What follows belongs to an exercise in optimizing a design on an open flow for small area, a short achievable clock period and few clock cycles; a production flow would make more cautious choices.
In this exercise RTL edits were held to simulation tests only and were not proved equivalent to the original.
Power is estimated from default activity; no workload was simulated.

v6:
Design systolic_mac_top, start of the top module:
module systolic_mac_top (
    input  logic                                     clk,
    input  logic                                     rst,
    input  logic                                     in_req,
    input  logic                                     in_first,
    input  logic                                     in_last,
    input  logic [GRID_SIZE*DATA_WIDTH-1:0]          a_col,
    input  logic [GRID_SIZE*DATA_WIDTH-1:0]          b_row,
    output logic                                     in_ack,
    output logic [GRID_SIZE*GRID_SIZE*ACC_WIDTH-1:0] c_mat,
    output logic                                     done
);
    logic                            start;
    logic                            acc_en;
    logic                            acc_clear;
    logic                            acc_clear_d;
    logic                            acc_fin;
    logic [HALF*DVEC_WIDTH-1:0]      a_op;
    logic [GRID_SIZE*DATA_WIDTH-1:0] b_op;
    operand_prep i_operand_prep (
        .clk       (clk),
        .rst       (rst),
        .in_req    (in_req),
        .in_first  (in_first),
        .in_last   (in_last),
  ...
Size: ~3200 cells after synthesis, about 36000 sq um of cells after synthesis.
export LEC_CHECK = 0
export CAP_MARGIN = 20
export CORE_MARGIN = 2
export CORE_UTILIZATION = 40
export CTS_CLUSTER_DIAMETER = 100
export CTS_CLUSTER_SIZE = 20
export SETUP_SLACK_MARGIN = 2.8
export SLEW_MARGIN = 20
export TNS_END_PERCENT = 100
create_clock -name core_clock -period 5.5 [get_ports {clk}]
standard.sh (not shown) runs the stock make flow with config.mk's settings and CLKGATE_MAP_FILE= SYNTH_SCRIPT=/design/flow/synth_recipe.tcl, a recipe that flattens the netlist after the stock synthesis.
==> flow/flow/run.sh <==
#!/bin/bash
# The standard layout (the standard.sh, standard synthesis included), with one change:
# the buffers that placement puts on every input and output port are sky130_fd_sc_hd__buf_1
# instead of the delay cell ORFS picks by default (clkdlybuf4s50_1, twice the area of buf_2).
set -euo pipefail
bash standard.sh 'BUFFER_PORTS_ARGS=-buffer_cell sky130_fd_sc_hd__buf_1' finish > standard_flow.log 2>&1
v6 completed every stage of the flow, and the final layout passed the timing, design-rule and antenna checks.
Testbench counts of v6, summed over its fixed seeds: cycles 3,614.
What v7 does differently from v6 at the input level:
Settings: GPL_TIMING_DRIVEN now 0, previously not set.
[compare] base=v6 new=v7: non-clock buffer count increased by 115 relative to the old numbers, post-cts gate resize count increased by 591 relative to the old numbers, global routing usage summed across all routing layers increased by 5.8 points relative to the old numbers, required time reported for the critical path endpoint closely matched the old numbers, final cell count increased by about 2.4% relative to the old numbers.
On source-to-sink clock delay at the later pin of the worst-skew pair, v6 and v7 are neck and neck.
As far as die outline area goes, v7 and v6 are indistinguishable; the numbers are identical.
Looking at leakage component of the power across v6 and v7, the one that comes out lower is v6.
Layout clock buffer count is higher on v7

---

== v16 ==
Another version of the RTL of systolic_mac_top (not shown whole).
Size: roughly 3200 cells after synthesis, about 650 flip-flops, ~390 I/O pins, about 36000 sq um of cells after synthesis.
// systolic_mac_top
module systolic_mac_top (
    input  logic                                     clk,
    input  logic                                     rst,
    input  logic                                     in_req,
    input  logic                                     in_first,
    input  logic                                     in_last,
    input  logic [GRID_SIZE*DATA_WIDTH-1:0]          a_col,
    input  logic [GRID_SIZE*DATA_WIDTH-1:0]          b_row,
    output logic                                     in_ack,
    output logic [GRID_SIZE*GRID_SIZE*ACC_WIDTH-1:0] c_mat,
    output logic                                     done
);
export LEC_CHECK = 0
export CAP_MARGIN = 20
export CORE_MARGIN = 2
export CORE_UTILIZATION = 55
export SETUP_SLACK_MARGIN = 2.5
export SLEW_MARGIN = 20
export TNS_END_PERCENT = 100
create_clock -name core_clock -period 5.5 [get_ports {clk}]
==> flow/flow/run.sh <==
#!/bin/bash
# The standard layout (the standard.sh, standard synthesis included), with one change:
# the buffers that placement puts on every input and output port are sky130_fd_sc_hd__buf_2
# instead of the delay cell ORFS picks by default (clkdlybuf4s50_1, twice the area of buf_2).
set -euo pipefail
bash standard.sh 'BUFFER_PORTS_ARGS=-buffer_cell sky130_fd_sc_hd__buf_2' finish > standard_flow.log 2>&1
v16 finished all stages; the layout is clean.
Testbench counts of v16, summed over its fixed seeds: cycles 3,614.
#### Input delta (v32 over v16)
- CORE_UTILIZATION now 40, was 55
--- outcome ---
v32: full flow OK, the timing, design-rule and antenna checks passed. v16 ran to completion and came out clean on the timing, design-rule and antenna checks. As of v32, area of the placeable core had risen by more than a quarter compared to v16. v32 vs. v16: setup slack after layout went up by 0.062 ns. In the reports for v32 and v16, the larger number of fill cells belongs to v32. From v16 to v32 the numbers moved as follows: area growth from synthesis to final layout increased 1.6 points; relative area of non-clock buffer cells in the final design increased 0.74 points; net switching power decreased 240 uW. [compare] base=v16 new=v32: final hold slack decreased 0.015 ns; share of the cycle needed by the critical path after routing lower; post-route cell area up 590 sq um. Level count of the clock H-tree came out exactly the same in v32 and v16.
Input changes introduced in v35 (baseline for comparison: v32):
- setting CTS_CLUSTER_DIAMETER to 100 for the first time
- setting CTS_CLUSTER_SIZE to 25 for the first time
The final layout from v35, which completed every stage, passed the timing, design-rule and antenna checks at the end of the flow.
Per the comparison of v35 with v32, switching power summed over all nets decreased by 320 uW relative to the old numbers, number of antenna cells inserted decreased 4.
Compared with v32, v35 shows a required time of the critical path that is 0.02 ns higher.
### v35 -> v5
- CTS_CLUSTER_SIZE changed from 25 to 20
## What came out
Compared with v35, v5 shows a higher utilization. Per the comparison of v5 with v35, maximum resistive drop on vdd -7.6%; clock network power +about 9%. [diff] total power, v5 relative to v35: regression. From v35 to v5 the numbers moved as follows: global-route usage barely changed, number of detailed-route iterations in the first pass increased 5, fraction of power consumed by the clock network has increased. v35 → v5: area after synthesis was more or less identical, post-layout minimum cycle time went down by 0.014 ns.

---

## v44
RTL: one of the versions met above, not the one the previous note started from.
Size: about 650 flip-flops, about 390 I/O pins, about 36000 um2 of cells after synthesis.
## systolic_mac_top
module systolic_mac_top (
    input  logic                                     clk,
    input  logic                                     rst,
    input  logic                                     in_req,
    input  logic                                     in_first,
    input  logic                                     in_last,
    input  logic [GRID_SIZE*DATA_WIDTH-1:0]          a_col,
    input  logic [GRID_SIZE*DATA_WIDTH-1:0]          b_row,
    output logic                                     in_ack,
    output logic [GRID_SIZE*GRID_SIZE*ACC_WIDTH-1:0] c_mat,
    output logic                                     done
);
clock: 5.5 ns
lec_check: 0
cap_margin: 20
core_margin: 2
core_utilization: 40
cts_cluster_diameter: 100
cts_cluster_size: 25
setup_slack_margin: 2.8
slew_margin: 20
tns_end_percent: 100
==> flow/flow/run.sh <==
#!/bin/bash
# The standard layout (the standard.sh, standard synthesis included), with one change:
# the buffers that placement puts on every input and output port are sky130_fd_sc_hd__buf_1
# instead of the delay cell ORFS picks by default (clkdlybuf4s50_1, twice the area of buf_2).
set -euo pipefail
bash standard.sh 'BUFFER_PORTS_ARGS=-buffer_cell sky130_fd_sc_hd__buf_1' finish > standard_flow.log 2>&1
No stage failed in v44, and the final checks on the layout all came back clean.
Testbench counts of v44, summed over its fixed seeds: cycles 3,614.
--- input diff v44..v34 ---
Settings: CTS_CLUSTER_SIZE: 25 -> 20.
--- a/flow/flow/run.sh
+++ b/flow/flow/run.sh
@@ -4 +4 @@
-# instead of the delay cell ORFS picks by default (clkdlybuf4s50_1, twice the area of buf_2).
+# instead of the delay cell ORFS picks by default (clkdlybuf4s50_1, 2.7 times the area of buf_1).
--- outcome ---
For v44, the capture point of the worst path was i_pe_grid.g_row[0].g_col[1].i_pe.r1_q7, unlike v34, where it was i_pe_grid.g_row[0].g_col[3].i_pe.r1_q10.
v44 -> v34: time the final worst path needs with I/O delays and setup flat
Timing, DRC, antenna: 0 failures across v44 and v34
From v44 to v34 the numbers moved as follows: worst hold slack went up, post-route standard cell area excluding fillers was more or less identical.
--- input diff v34..v28 ---
Settings: an added ABC_AREA of 1.
--- a/flow/flow/run.sh
+++ b/flow/flow/run.sh
@@ -4 +4 @@
-# instead of the delay cell ORFS picks by default (clkdlybuf4s50_1, 2.7 times the area of buf_1).
+# instead of the delay cell ORFS picks by default (clkdlybuf4s50_1, twice the area of buf_2).
## What came out
- v28: full flow OK, the timing, design-rule and antenna checks passed
- Diff v34 -> v28 | clock-buffer cell count | down by a few percent
- v34 → v28: clock-pin transition on the worst setup and hold timing paths held steady, period utilization grew by 1.2 points, filler-free cell count of the finished design grew by 26%, standard-cell row count grew by 4, number of placed cells counting well taps grew by 1298.
- As of v28, switching power had risen by more than 10% compared to v34.
- v28 vs. v34: share of synthesized cell area in and, or, nand and nor gates went up by 10 points.
Modified inputs, v47 compared to v28
Settings: a change of SETUP_SLACK_MARGIN from 2.8 to 2.7; a deleted ABC_AREA that had been 1.
==> comparison <==
- v47 finished end to end and its layout was clean on timing, DRC and antenna.
- In the reports for v47 and v28, the larger worst setup slack belongs to v28.
- Between v47 and v28, it is v47 whose synthesized cell count is lower, by about 27%.
- Xor/xnor share of the synthesized area, v47 and v28: smaller value in v28
- Net switching power: lower on v47
- In the reports for v47 and v28, the smaller global-route usage belongs to v47.
- On register-to-register slack, v47 and v28 are basically level.
- A critical path capture point of i_pe_grid.g_row[0].g_col[3].i_pe.r1_q10 is what v47 shows, while i_pe_grid.g_row[1].g_col[0].i_pe.r1_q6 belongs to v28.
- v47 against v28: final area dropped 3600 um2; shortest clock period the worst path allows after layout climbed 0.014 ns.

---

Another version of the RTL of systolic_mac_top (not shown whole).
Size in the first run: ~640 flip-flops, roughly 36000 um2 of cells after synthesis.
Settings: LEC_CHECK=0, CAP_MARGIN=20, CORE_MARGIN=2, CORE_UTILIZATION=50, CTS_CLUSTER_DIAMETER=100, CTS_CLUSTER_SIZE=20, SETUP_SLACK_MARGIN=2.7, SLEW_MARGIN=20, TNS_END_PERCENT=100; clock period 5.5 ns.
==> flow/flow/run.sh <==
#!/bin/bash
# The standard layout (the standard.sh, standard synthesis included), with one change:
# the buffers that placement puts on every input and output port are sky130_fd_sc_hd__buf_1
# instead of the delay cell ORFS picks by default (clkdlybuf4s50_1, twice the area of buf_2).
set -euo pipefail
bash standard.sh 'BUFFER_PORTS_ARGS=-buffer_cell sky130_fd_sc_hd__buf_1' finish > standard_flow.log 2>&1
The baseline ran to the end with no violations.
Testbench counts at the start, summed over its fixed seeds: cycles 3,614.
Next try:
Settings changed: CORE_UTILIZATION 50 to 40, GPL_ROUTABILITY_DRIVEN from default to 0.
Final area goes up slightly.
Final cell count goes up by a few percent.
Clock power goes up by a few percent.
Die area goes up by a quarter to a third.
Sequential share of layout area goes down by 0.43 points.
Count of clock-buffer cells in the layout goes up by 1.
Worst hold slack barely changes.
Flip-flop and latch count is unchanged.
Next try:
Settings changed: GPL_ROUTABILITY_DRIVEN 0 to default, SETUP_SLACK_MARGIN 2.7 to 3.1.
The changed run ran to the end with no violations.
Wire length goes up by 13%.
Critical path depth goes down by 3.
Area after synthesis does not change.
Cell count goes up by 4.7%.
Power goes up by 8.4%.
Non-clock buffer count goes up by 221.
Fmax goes up by 1.5%.
First-iteration DRC count goes down by 5.0%.
Sequential power stays flat.
Sequential share of layout area goes down by 3.8 points.
Next try:
Settings changed: SETUP_SLACK_MARGIN 3.1 to 2.5.
After rerunning: Routed wire length falls by about a fifth; clock skew falls by 12 ps; total power falls by a little under a tenth; combinational power falls by about a fifth; worst setup slack got worse by 220 ps.

what the ideal ports hide:
The flow's constraints put no driver on any port. The routed layouts listed below were extracted and timed again, unchanged, in two steps. Step 1, drivers: a clkbuf_16 drives clk and a buf_2 each remaining input, both assumed. Step 2, shift: input delay + t, output delay - t, t = (earliest + latest rising clock arrival at the registers) / 2. This alone moves slack from input paths to output paths. a / b / c = no drivers / after step 1 / after step 2; a / b = the first two.
run	t, ns	setup WS [ns]	pins driven straight from the clock port
v6	0.647	2.837 / 2.837 / 2.525	1
v7	0.655	2.598 / 2.598 / 2.598	1
v16	0.673	2.531 / 2.531 / 2.531	1
v32	0.677	2.593 / 2.593 / 2.593	1
v35	0.643	2.606 / 2.606 / 2.606	1
v5	0.651	2.620 / 2.620 / 2.620	1
v44	0.639	2.839 / 2.839 / 2.513	1
v34	0.647	2.837 / 2.837 / 2.525	1
v28	0.703	2.770 / 2.770 / 2.595	1
v47	0.647	2.757 / 2.757 / 2.538	1
the first run of note 4	0.653	2.723 / 2.723 / 2.723	1
the second run of note 4	0.647	2.765 / 2.765 / 2.447	1
the third run of note 4	0.657	2.805 / 2.805 / 2.664	1
the fourth run of note 4	0.641	2.584 / 2.584 / 2.561	1
After both steps setup and hold are still met in every run listed. The setup slack of v44, which loses most, moves by 0.000 ns with the drivers and by -0.326 ns with both steps.
